Background: an optimization exercise with open tools, aiming at small area, a short achievable clock period and few clock cycles. Do not read the settings as production practice.
Where RTL was checked, it was by simulation tests only, not by an equivalence proof against the original.
Power and IR drop assume default switching activity.

==> v33: inputs <==
==> flow/design.v <==
package rt_pkg;
    localparam int unsigned CAMERA_IW = 16;
    localparam int unsigned CAMERA_QW = 16;
    localparam int unsigned CAMERA_WL = CAMERA_IW + CAMERA_QW;
endpackage
module rt_rgu #(
    parameter int unsigned WL = rt_pkg::CAMERA_WL
) (
    input  logic [WL-1:0] base,
    input  logic [WL-1:0] delta,
    input  logic          cin,
    output logic [WL-1:0] next
);
    assign next = base + delta + WL'(cin);
endmodule
module rt_frag_stream #(
    parameter int unsigned IW = rt_pkg::CAMERA_IW,
    parameter int unsigned QW = rt_pkg::CAMERA_QW
) (
    input  logic          clk,
    input  logic          resetn,
    input  logic          start,
    input  logic          abort,
    output logic          busy,
    output logic          done,
    input  logic [31:0]   image_width,
    input  logic [31:0]   image_height,
    input  logic [31:0]   camera_center_x,
    input  logic [31:0]   camera_center_y,
    input  logic [31:0]   camera_center_z,
    input  logic [31:0]   pixel_delta_u_x,
    input  logic [31:0]   pixel_delta_u_y,
    input  logic [31:0]   pixel_delta_u_z,
    input  logic [31:0]   pixel_delta_v_x,
    input  logic [31:0]   pixel_delta_v_y,
    input  logic [31:0]   pixel_delta_v_z,
    input  logic [31:0]   pixel_00_loc_x,
    input  logic [31:0]   pixel_00_loc_y,
    input  logic [31:0]   pixel_00_loc_z,
    output logic          m_valid,
    input  logic          m_ready,
    output logic [31:0]   m_data,
    output logic          m_last
);
    logic [IW-1:0] img_w, img_h;
    logic          unused_bits;
    logic busy_q, init_q, valid_q, done_q;
    logic          lc_q, lr_q, last_q, w1_q;
    logic [IW-1:0] xrem_q, yrem_q, wm1_q;
    logic [31:0]   acc_q, row_q, step_q;
    logic          idle, hs, adv, row_start, lc_a, lr_a;
    logic [IW-1:0] xdec, ydec;
    logic [31:0]   sum;
    assign img_w = image_width[QW +: IW];
    assign img_h = image_height[QW +: IW];
    assign unused_bits = ^{image_width[QW-1:0], image_height[QW-1:0],
                           camera_center_y, camera_center_z,
                           pixel_delta_u_y, pixel_delta_u_z,
                           pixel_delta_v_y, pixel_delta_v_z,
                           pixel_00_loc_y, pixel_00_loc_z};
    assign idle      = ~(init_q | valid_q);
    assign hs        = valid_q & m_ready;
    assign adv       = init_q | hs;
    assign row_start = init_q | lc_q;
    assign xdec      = xrem_q - IW'(1);
    assign ydec      = yrem_q - IW'(1);
    rt_rgu #(
        .WL (32)
    ) u_rgu (
        .base  (lc_q ? row_q : acc_q),
        .delta (step_q),
        .cin   (init_q),
        .next  (sum)
    );
    always_comb begin
        lc_a = (xrem_q == IW'(1));
        lr_a = lr_q;
        if (row_start) begin
            lr_a = (yrem_q == IW'(1));
        end
        if (lc_q) begin
            lc_a = w1_q;
        end
    end
    always_ff @(posedge clk or negedge resetn) begin
        if (!resetn) begin
            busy_q  <= 1'b0;
            init_q  <= 1'b0;
            valid_q <= 1'b0;
            done_q  <= 1'b0;
        end else begin
            done_q <= 1'b0;
            init_q <= 1'b0;
            if (abort) begin
                busy_q  <= 1'b0;
                valid_q <= 1'b0;
            end else if (!busy_q) begin
                if (start) begin
                    if (img_w != '0 && img_h != '0) begin
                        busy_q <= 1'b1;
                        init_q <= 1'b1;
                    end else begin
                        done_q <= 1'b1;
                    end
                end
            end else if (init_q) begin
                valid_q <= 1'b1;
            end else if (hs && last_q) begin
                busy_q  <= 1'b0;
                valid_q <= 1'b0;
                done_q  <= 1'b1;
            end
        end
    end
    always_ff @(posedge clk) begin
        if (idle) begin
            step_q <= ~camera_center_x;
            acc_q  <= pixel_00_loc_x;
            row_q  <= pixel_00_loc_x;
            xrem_q <= img_w;
            yrem_q <= img_h;
            lc_q   <= 1'b0;
        end else if (adv) begin
            step_q <= lc_a ? pixel_delta_v_x : pixel_delta_u_x;
            acc_q  <= sum;
            lc_q   <= lc_a;
            lr_q   <= lr_a;
            last_q <= lc_a & lr_a;
            if (row_start) begin
                row_q  <= sum;
                yrem_q <= ydec;
            end
            if (init_q) begin
                xrem_q <= xdec;
                wm1_q  <= xdec;
                w1_q   <= (xrem_q == IW'(1));
            end else if (lc_q) begin
                xrem_q <= wm1_q;
            end else begin
                xrem_q <= xdec;
            end
        end
    end
    assign busy    = busy_q;
    assign done    = done_q;
    assign m_valid = valid_q;
    assign m_data  = acc_q;
    assign m_last  = last_q;
endmodule
==> flow/run.sh <==
#!/bin/bash
# synth_recipe.tcl (not shown) runs the flow's synth.tcl, then flattens the netlist and writes it again
# the make line also repeats each setting of config.mk as NAME=value (left out here)
make -C /OpenROAD-flow-scripts/flow DESIGN_CONFIG=/design/flow/config.mk WORK_HOME=/design/flow/orfs CLKGATE_MAP_FILE= SYNTH_SCRIPT=/design/flow/synth_recipe.tcl finish
==> flow/config.mk <==
export PLATFORM = sky130hd
export DESIGN_NAME = rt_frag_stream
export DESIGN_NICKNAME = rt_frag_stream
export VERILOG_FILES = /design/flow/design.v
export SDC_FILE = /design/flow/constraint.sdc
export NUM_CORES = 4
export LEC_CHECK = 0
export ABC_CLOCK_PERIOD_IN_PS = 2000
export CAP_MARGIN = 20
export CORE_MARGIN = 2
export CORE_UTILIZATION = 40
export CTS_BUF_LIST = sky130_fd_sc_hd__clkbuf_4 sky130_fd_sc_hd__clkbuf_8
export SLEW_MARGIN = 20
==> flow/constraint.sdc <==
create_clock -name core_clock -period 10.0 [get_ports {clk}]
set_input_delay 2.0000 -clock core_clock [delete_from_list [all_inputs] [get_ports {clk}]]
set_output_delay 2.0000 -clock core_clock [all_outputs]
set_load 0.01 [all_outputs]
==> inputs of v35, as changes to v33 <==
--- a/flow/design.v
+++ b/flow/design.v
@@ -11,7 +11,30 @@
     input  logic          cin,
     output logic [WL-1:0] next
 );
-    assign next = base + delta + WL'(cin);
+    localparam int unsigned LV = $clog2(WL);
+    logic [(LV+1)*WL-1:0] g, p;
+    logic [WL-1:0]        hp;
+    assign hp = base ^ delta;
+    always_comb begin
+        g = '0;
+        p = '0;
+        g[WL-1:0] = base & delta;
+        p[WL-1:0] = hp;
+        g[0] = (base[0] & delta[0]) | (hp[0] & cin);
+        for (int l = 0; l < LV; l++) begin
+            for (int i = 0; i < WL; i++) begin
+                if (((i >> l) & 1) == 1) begin
+                    g[(l+1)*WL + i] = g[l*WL + i]
+                                    | (p[l*WL + i] & g[l*WL + ((i >> l) << l) - 1]);
+                    p[(l+1)*WL + i] = p[l*WL + i] & p[l*WL + ((i >> l) << l) - 1];
+                end else begin
+                    g[(l+1)*WL + i] = g[l*WL + i];
+                    p[(l+1)*WL + i] = p[l*WL + i];
+                end
+            end
+        end
+        next = hp ^ {g[LV*WL +: WL-1], cin};
+    end
 endmodule
 module rt_frag_stream #(
     parameter int unsigned IW = rt_pkg::CAMERA_IW,
@@ -78,7 +101,7 @@
         if (row_start) begin
             lr_a = (yrem_q == IW'(1));
         end
-        if (lc_q) begin
+        if (lc_q && !init_q) begin
             lc_a = w1_q;
         end
     end
@@ -115,14 +138,16 @@
     always_ff @(posedge clk) begin
         if (idle) begin
             step_q <= ~camera_center_x;
-            acc_q  <= pixel_00_loc_x;
             row_q  <= pixel_00_loc_x;
             xrem_q <= img_w;
             yrem_q <= img_h;
-            lc_q   <= 1'b0;
-        end else if (adv) begin
+            lc_q   <= 1'b1;
+        end
+        if (adv) begin
+            acc_q  <= sum;
+        end
+        if (!idle && adv) begin
             step_q <= lc_a ? pixel_delta_v_x : pixel_delta_u_x;
-            acc_q  <= sum;
             lc_q   <= lc_a;
             lr_q   <= lr_a;
             last_q <= lc_a & lr_a;
==> flow/flow/run.sh (new file) <==
#!/bin/bash
# Standard ORFS layout with small port buffers, a compact clock tree and a
# tighter setup target for the resizer's timing repair. Each ORFS step keeps
# its full log under orfs/logs; make's own output goes to standard_make.log.
set -euo pipefail
export BUFFER_PORTS_ARGS="-buffer_cell sky130_fd_sc_hd__buf_1"
export CTS_ARGS="-sink_clustering_enable -repair_clock_nets -buf_list {sky130_fd_sc_hd__clkbuf_8 sky130_fd_sc_hd__clkbuf_16} -sink_clustering_size 30 -sink_clustering_max_diameter 100 -dont_use_dummy_load"
bash standard.sh BUFFER_PORTS_ARGS="$BUFFER_PORTS_ARGS" CTS_ARGS="$CTS_ARGS" SETUP_SLACK_MARGIN=6.7 finish > standard_make.log 2>&1
==> flow/standard.sh (new file) <==
#!/bin/bash
# synth_recipe.tcl (not shown) runs the flow's synth.tcl, then flattens the netlist and writes it again
# the make line also repeats each setting of config.mk as NAME=value (left out here)
make -C /OpenROAD-flow-scripts/flow DESIGN_CONFIG=/design/flow/config.mk WORK_HOME=/design/flow/orfs CLKGATE_MAP_FILE= SYNTH_SCRIPT=/design/flow/synth_recipe.tcl "${@:-finish}"
- ABC_CLOCK_PERIOD_IN_PS: 2000 -> not set
- CTS_BUF_LIST: sky130_fd_sc_hd__clkbuf_4 sky130_fd_sc_hd__clkbuf_8 -> not set
removed: flow/run.sh
==> inputs of v2, as changes to v33 <==
==> flow/design.v, changed modules only <==
module rt_rgu #(
    parameter int unsigned WL = rt_pkg::CAMERA_WL
) (
    input  logic [WL-1:0] base,
    input  logic [WL-1:0] delta,
    input  logic          cin,
    output logic [WL-1:0] next
);
    localparam int unsigned LV = $clog2(WL);
    logic [(LV+1)*WL-1:0] g, p;
    logic [WL-1:0]        hp;
    assign hp = base ^ delta;
    always_comb begin
        g = '0;
        p = '0;
        g[WL-1:0] = base & delta;
        p[WL-1:0] = hp;
        g[0] = (base[0] & delta[0]) | (hp[0] & cin);
        for (int l = 0; l < LV; l++) begin
            for (int i = 0; i < WL; i++) begin
                if (((i >> l) & 1) == 1) begin
                    g[(l+1)*WL + i] = g[l*WL + i]
                                    | (p[l*WL + i] & g[l*WL + ((i >> l) << l) - 1]);
                    p[(l+1)*WL + i] = p[l*WL + i] & p[l*WL + ((i >> l) << l) - 1];
                end else begin
                    g[(l+1)*WL + i] = g[l*WL + i];
                    p[(l+1)*WL + i] = p[l*WL + i];
                end
            end
        end
        next = hp ^ {g[LV*WL +: WL-1], cin};
    end
endmodule
module rt_frag_stream #(
    parameter int unsigned IW = rt_pkg::CAMERA_IW,
    parameter int unsigned QW = rt_pkg::CAMERA_QW
) (
    input  logic          clk,
    input  logic          resetn,
    input  logic          start,
    input  logic          abort,
    output logic          busy,
    output logic          done,
    input  logic [31:0]   image_width,
    input  logic [31:0]   image_height,
    input  logic [31:0]   camera_center_x,
    input  logic [31:0]   camera_center_y,
    input  logic [31:0]   camera_center_z,
    input  logic [31:0]   pixel_delta_u_x,
    input  logic [31:0]   pixel_delta_u_y,
    input  logic [31:0]   pixel_delta_u_z,
    input  logic [31:0]   pixel_delta_v_x,
    input  logic [31:0]   pixel_delta_v_y,
    input  logic [31:0]   pixel_delta_v_z,
    input  logic [31:0]   pixel_00_loc_x,
    input  logic [31:0]   pixel_00_loc_y,
    input  logic [31:0]   pixel_00_loc_z,
    output logic          m_valid,
    input  logic          m_ready,
    output logic [31:0]   m_data,
    output logic          m_last
);
    logic [IW-1:0] img_w, img_h;
    logic          unused_bits;
    logic busy_q, init_q, valid_q, done_q;
    logic          lc_q, lr_q, last_q, w1_q;
    logic [IW-1:0] xrem_q, yrem_q, w_q;
    logic [31:0]   acc_q, row_q, step_q;
    logic          idle, hs, adv, row_start, row_adv, lc_a, lr_a, lc_d;
    logic [IW-1:0] xdec, ydec;
    logic [31:0]   sum;
    assign img_w = image_width[QW +: IW];
    assign img_h = image_height[QW +: IW];
    assign unused_bits = ^{image_width[QW-1:0], image_height[QW-1:0],
                           camera_center_y, camera_center_z,
                           pixel_delta_u_y, pixel_delta_u_z,
                           pixel_delta_v_y, pixel_delta_v_z,
                           pixel_00_loc_y, pixel_00_loc_z};
    assign idle      = ~(init_q | valid_q);
    assign hs        = valid_q & m_ready;
    assign adv       = init_q | hs;
    assign row_start = init_q | lc_q;
    assign xdec      = xrem_q - IW'(1);
    assign ydec      = yrem_q - IW'(1);
    rt_rgu #(
        .WL (32)
    ) u_rgu (
        .base  (lc_q ? row_q : acc_q),
        .delta (step_q),
        .cin   (init_q),
        .next  (sum)
    );
    always_comb begin
        lc_a = lc_q ? w1_q : (xrem_q == IW'(2));
        lr_a = row_start ? (yrem_q == IW'(1)) : lr_q;
    end
    always_ff @(posedge clk or negedge resetn) begin
        if (!resetn) begin
            busy_q  <= 1'b0;
            init_q  <= 1'b0;
            valid_q <= 1'b0;
            done_q  <= 1'b0;
        end else begin
            done_q <= 1'b0;
            init_q <= 1'b0;
            if (abort) begin
                busy_q  <= 1'b0;
                valid_q <= 1'b0;
            end else if (!busy_q) begin
                if (start) begin
                    if (img_w != '0 && img_h != '0) begin
                        busy_q <= 1'b1;
                        init_q <= 1'b1;
                    end else begin
                        done_q <= 1'b1;
                    end
                end
            end else if (init_q) begin
                valid_q <= 1'b1;
            end else if (hs && last_q) begin
                busy_q  <= 1'b0;
                valid_q <= 1'b0;
                done_q  <= 1'b1;
            end
        end
    end
    assign row_adv = adv & row_start;
    assign lc_d    = idle | (adv ? lc_a : lc_q);
    always_ff @(posedge clk) begin
        step_q <= lc_d ? (idle ? ~camera_center_x : pixel_delta_v_x) : pixel_delta_u_x;
        row_q  <= row_adv ? sum : (idle ? pixel_00_loc_x : row_q);
        yrem_q <= row_adv ? ydec : (idle ? img_h : yrem_q);
        lc_q   <= lc_d;
        if (idle) begin
            w_q    <= img_w;
            w1_q   <= (img_w == IW'(1));
        end
        if (adv) begin
            acc_q  <= sum;
            xrem_q <= lc_q ? w_q : xdec;
            lr_q   <= lr_a;
            last_q <= lc_a & lr_a;
        end
    end
    assign busy    = busy_q;
    assign done    = done_q;
    assign m_valid = valid_q;
    assign m_data  = acc_q;
    assign m_last  = last_q;
endmodule
==> flow/flow/run.sh (new file) <==
#!/bin/bash
# Standard ORFS layout with small port buffers, a compact clock tree and a
# tighter setup target for the resizer's timing repair. Each ORFS step keeps
# its full log under orfs/logs; make's own output goes to standard_make.log.
set -euo pipefail
export BUFFER_PORTS_ARGS="-buffer_cell sky130_fd_sc_hd__buf_1"
export CTS_ARGS="-sink_clustering_enable -repair_clock_nets -buf_list {sky130_fd_sc_hd__clkbuf_8} -sink_clustering_size 30 -sink_clustering_max_diameter 100 -dont_use_dummy_load"
bash standard.sh BUFFER_PORTS_ARGS="$BUFFER_PORTS_ARGS" CTS_ARGS="$CTS_ARGS" SETUP_SLACK_MARGIN=7.3 finish > standard_make.log 2>&1
==> flow/standard.sh (new file) <==
#!/bin/bash
# synth_recipe.tcl (not shown) runs the flow's synth.tcl, then flattens the netlist and writes it again
# the make line also repeats each setting of config.mk as NAME=value (left out here)
make -C /OpenROAD-flow-scripts/flow DESIGN_CONFIG=/design/flow/config.mk WORK_HOME=/design/flow/orfs CLKGATE_MAP_FILE= SYNTH_SCRIPT=/design/flow/synth_recipe.tcl "${@:-finish}"
- ABC_CLOCK_PERIOD_IN_PS: 2000 -> not set
- CTS_BUF_LIST: sky130_fd_sc_hd__clkbuf_4 sky130_fd_sc_hd__clkbuf_8 -> not set
removed: flow/run.sh
==> inputs of v6, as changes to v33 <==
==> flow/design.v, changed modules only <==
module rt_rgu #(
    parameter int unsigned WL = rt_pkg::CAMERA_WL
) (
    input  logic [WL-1:0] base,
    input  logic [WL-1:0] delta,
    input  logic          cin,
    output logic [WL-1:0] next
);
    localparam int unsigned LV = $clog2(WL);
    logic [(LV+1)*WL-1:0] g, p;
    logic [WL-1:0]        hp;
    assign hp = base ^ delta;
    always_comb begin
        g = '0;
        p = '0;
        g[WL-1:0] = base & delta;
        p[WL-1:0] = hp;
        g[0] = (base[0] & delta[0]) | (hp[0] & cin);
        for (int l = 0; l < LV; l++) begin
            for (int i = 0; i < WL; i++) begin
                if (((i >> l) & 1) == 1) begin
                    g[(l+1)*WL + i] = g[l*WL + i]
                                    | (p[l*WL + i] & g[l*WL + ((i >> l) << l) - 1]);
                    p[(l+1)*WL + i] = p[l*WL + i] & p[l*WL + ((i >> l) << l) - 1];
                end else begin
                    g[(l+1)*WL + i] = g[l*WL + i];
                    p[(l+1)*WL + i] = p[l*WL + i];
                end
            end
        end
        next = hp ^ {g[LV*WL +: WL-1], cin};
    end
endmodule
module rt_frag_stream #(
    parameter int unsigned IW = rt_pkg::CAMERA_IW,
    parameter int unsigned QW = rt_pkg::CAMERA_QW
) (
    input  logic          clk,
    input  logic          resetn,
    input  logic          start,
    input  logic          abort,
    output logic          busy,
    output logic          done,
    input  logic [31:0]   image_width,
    input  logic [31:0]   image_height,
    input  logic [31:0]   camera_center_x,
    input  logic [31:0]   camera_center_y,
    input  logic [31:0]   camera_center_z,
    input  logic [31:0]   pixel_delta_u_x,
    input  logic [31:0]   pixel_delta_u_y,
    input  logic [31:0]   pixel_delta_u_z,
    input  logic [31:0]   pixel_delta_v_x,
    input  logic [31:0]   pixel_delta_v_y,
    input  logic [31:0]   pixel_delta_v_z,
    input  logic [31:0]   pixel_00_loc_x,
    input  logic [31:0]   pixel_00_loc_y,
    input  logic [31:0]   pixel_00_loc_z,
    output logic          m_valid,
    input  logic          m_ready,
    output logic [31:0]   m_data,
    output logic          m_last
);
    logic [IW-1:0] img_w, img_h;
    logic          unused_bits;
    logic busy_q, init_q, valid_q, done_q;
    logic          lc_q, lr_q, last_q, w1_q;
    logic [IW-1:0] xrem_q, yrem_q, w_q;
    logic [31:0]   acc_q, row_q, step_q;
    logic          idle, hs, adv, row_start, row_adv, lc_a, lr_a, lc_d;
    logic [IW-1:0] xdec, ydec;
    logic [31:0]   sum;
    assign img_w = image_width[QW +: IW];
    assign img_h = image_height[QW +: IW];
    assign unused_bits = ^{image_width[QW-1:0], image_height[QW-1:0],
                           camera_center_y, camera_center_z,
                           pixel_delta_u_y, pixel_delta_u_z,
                           pixel_delta_v_y, pixel_delta_v_z,
                           pixel_00_loc_y, pixel_00_loc_z};
    assign idle      = ~(init_q | valid_q);
    assign hs        = valid_q & m_ready;
    assign adv       = init_q | hs;
    assign row_start = init_q | lc_q;
    assign xdec      = xrem_q - IW'(1);
    assign ydec      = yrem_q - IW'(1);
    rt_rgu #(
        .WL (32)
    ) u_rgu (
        .base  (lc_q ? row_q : acc_q),
        .delta (step_q),
        .cin   (init_q),
        .next  (sum)
    );
    always_comb begin
        lc_a = lc_q ? w1_q : (xrem_q == IW'(2));
        lr_a = row_start ? (yrem_q == IW'(1)) : lr_q;
    end
    always_ff @(posedge clk or negedge resetn) begin
        if (!resetn) begin
            busy_q  <= 1'b0;
            init_q  <= 1'b0;
            valid_q <= 1'b0;
            done_q  <= 1'b0;
        end else begin
            done_q <= 1'b0;
            init_q <= 1'b0;
            if (abort) begin
                busy_q  <= 1'b0;
                valid_q <= 1'b0;
            end else if (!busy_q) begin
                if (start) begin
                    if (img_w != '0 && img_h != '0) begin
                        busy_q <= 1'b1;
                        init_q <= 1'b1;
                    end else begin
                        done_q <= 1'b1;
                    end
                end
            end else if (init_q) begin
                valid_q <= 1'b1;
            end else if (hs && last_q) begin
                busy_q  <= 1'b0;
                valid_q <= 1'b0;
                done_q  <= 1'b1;
            end
        end
    end
    assign row_adv = adv & row_start;
    assign lc_d    = idle | (adv ? lc_a : lc_q);
    always_ff @(posedge clk) begin
        step_q <= lc_d ? (idle ? ~camera_center_x : pixel_delta_v_x) : pixel_delta_u_x;
        row_q  <= row_adv ? sum : (idle ? pixel_00_loc_x : row_q);
        yrem_q <= row_adv ? ydec : (idle ? img_h : yrem_q);
        lc_q   <= lc_d;
        if (idle) begin
            w_q    <= img_w;
            w1_q   <= (img_w == IW'(1));
        end
        if (adv) begin
            acc_q  <= sum;
            xrem_q <= lc_q ? w_q : xdec;
            lr_q   <= lr_a;
            last_q <= lc_a & lr_a;
        end
    end
    assign busy    = busy_q;
    assign done    = done_q;
    assign m_valid = valid_q;
    assign m_data  = acc_q;
    assign m_last  = last_q;
endmodule
==> flow/flow/run.sh (new file) <==
#!/bin/bash
# Standard ORFS layout with small port buffers, a compact clock tree and a
# tighter setup target for the resizer's timing repair. Each ORFS step keeps
# its full log under orfs/logs; make's own output goes to standard_make.log.
set -euo pipefail
export BUFFER_PORTS_ARGS="-buffer_cell sky130_fd_sc_hd__buf_1"
export CTS_ARGS="-sink_clustering_enable -repair_clock_nets -buf_list {sky130_fd_sc_hd__clkbuf_8} -sink_clustering_size 30 -sink_clustering_max_diameter 100 -dont_use_dummy_load"
bash standard.sh BUFFER_PORTS_ARGS="$BUFFER_PORTS_ARGS" CTS_ARGS="$CTS_ARGS" SETUP_SLACK_MARGIN=7.0 REMOVE_ABC_BUFFERS=1 finish > standard_make.log 2>&1
==> flow/standard.sh (new file) <==
#!/bin/bash
# synth_recipe.tcl (not shown) runs the flow's synth.tcl, then flattens the netlist and writes it again
# the make line also repeats each setting of config.mk as NAME=value (left out here)
make -C /OpenROAD-flow-scripts/flow DESIGN_CONFIG=/design/flow/config.mk WORK_HOME=/design/flow/orfs CLKGATE_MAP_FILE= SYNTH_SCRIPT=/design/flow/synth_recipe.tcl "${@:-finish}"
- ABC_CLOCK_PERIOD_IN_PS: 2000 -> not set
- CTS_BUF_LIST: sky130_fd_sc_hd__clkbuf_4 sky130_fd_sc_hd__clkbuf_8 -> not set
- TNS_END_PERCENT: not set -> 0
removed: flow/run.sh
==> qor summary <==
                                                                                         v35                 v2                      v6                     v33
Number of DRC markers after the initial detailed-route iteration                         400                250                     328                     396
Vias after detailed routing                                                             7240               6461                    6023                    7063
Fraction of standard cell area in multi-input logic                                   42.27%             41.25%                  38.47%                  36.28%
Met2 track demand over resource in global routing                                     32.44%             37.50%                  30.50%                  34.44%
Sequential cell area                                                              4064 sq um         4220 sq um              4218 sq um              4536 sq um
Number of standard cells in the final layout excluding fillers                          1369               1257                    1195                    1314
Post-Route WL                                                                       23550 um           23530 um                19280 um                23960 um
Leakage                                                                             3.893 nW           4.294 nW                3.587 nW                4.397 nW
Antenna fix cells                                                                          4                  1                       1                       2
Pin count of the biggest net entering global routing                                      71                 73                      68                      92
Final critical-path required period                                                 3.269 ns           3.281 ns                3.226 ns                3.869 ns
Cell class ranked first by area                                            multi-input gates  multi-input gates  flip-flops and latches  flip-flops and latches
Run status                                                          timing/DRC/antenna clean  timing/DRC/antenna clean  timing/DRC/antenna clean  timing/DRC/antenna clean
Worst hold margin                                                                  0.4768 ns          0.5227 ns               0.5318 ns               0.5405 ns
Area fraction of the dominant cell type after synthesis                               35.22%             42.99%                  42.99%                  49.06%
Hold path start                                                                     row_q[3]             w_q[8]                  w_q[7]                  busy_q
Met3 global-route usage                                                               4.787%             6.364%                  6.897%                  4.848%
Number of search-and-repair iterations in the first detailed-routing pass                  5                  4                       4                       4
Combinational power share                                                              33.0%              40.3%                   33.0%                   31.1%
Critical register-to-register path startpoint                                           lc_q               lc_q                    lc_q                    lc_q
Cell mode on critical path                                                             buf_4               fa_2                       -                 o21ai_0
Power in sequential cells                                                           0.858 mW           0.864 mW                0.861 mW                0.852 mW
Clock tree root buffer cell                                                        clkbuf_16           clkbuf_8                clkbuf_8                clkbuf_8
Maximum vdd ir drop                                                                 108.3 uV           73.68 uV                90.41 uV                84.77 uV
Testbench counts of v35, summed over its fixed seeds: cycles 25,740.
Testbench counts of v2, summed over its fixed seeds: cycles 25,740.
Testbench counts of v6, summed over its fixed seeds: cycles 25,740.
Only the layout flow was run in v33; the RTL was not checked for function there.

==> what the ideal ports hide <==
The flow's constraints put no driver on any port. The routed layouts listed below were extracted and timed again, unchanged, in two steps.
Step 1 assumes that a clkbuf_16 drives the clock port and a buf_2 every other input.
Step 2 adds t to the input delays and takes it off the output delays; t is the mean of the earliest and latest rising clock arrival at the registers after step 1. Input paths then give back, and output paths get back, about the clock's delay inside the block.
Slacks: no drivers / after step 1 / after step 2; pairs: no drivers / after step 1.
run | t (ns) | slack for setup (ns) | hold slack, ns | worst setup path after step 2 | cell pins on the clock port's net
v33 | 0.502 | 6.131 / 6.131 / 5.847 | 0.541 / 0.541 / 0.541 | input to register | 1
v35 | 0.454 | 6.731 / 6.731 / 6.307 | 0.477 / 0.477 / 0.477 | input to register | 1
v2 | 0.481 | 6.719 / 6.719 / 6.658 | 0.523 / 0.523 / 0.523 | input to register | 1
v6 | 0.468 | 6.774 / 6.774 / 6.346 | 0.532 / 0.532 / 0.532 | input to register | 1
After both steps every run listed still meets setup and hold. For v6, which loses most, drivers alone change the setup slack by 0.000 ns; drivers and shift together by -0.428 ns.
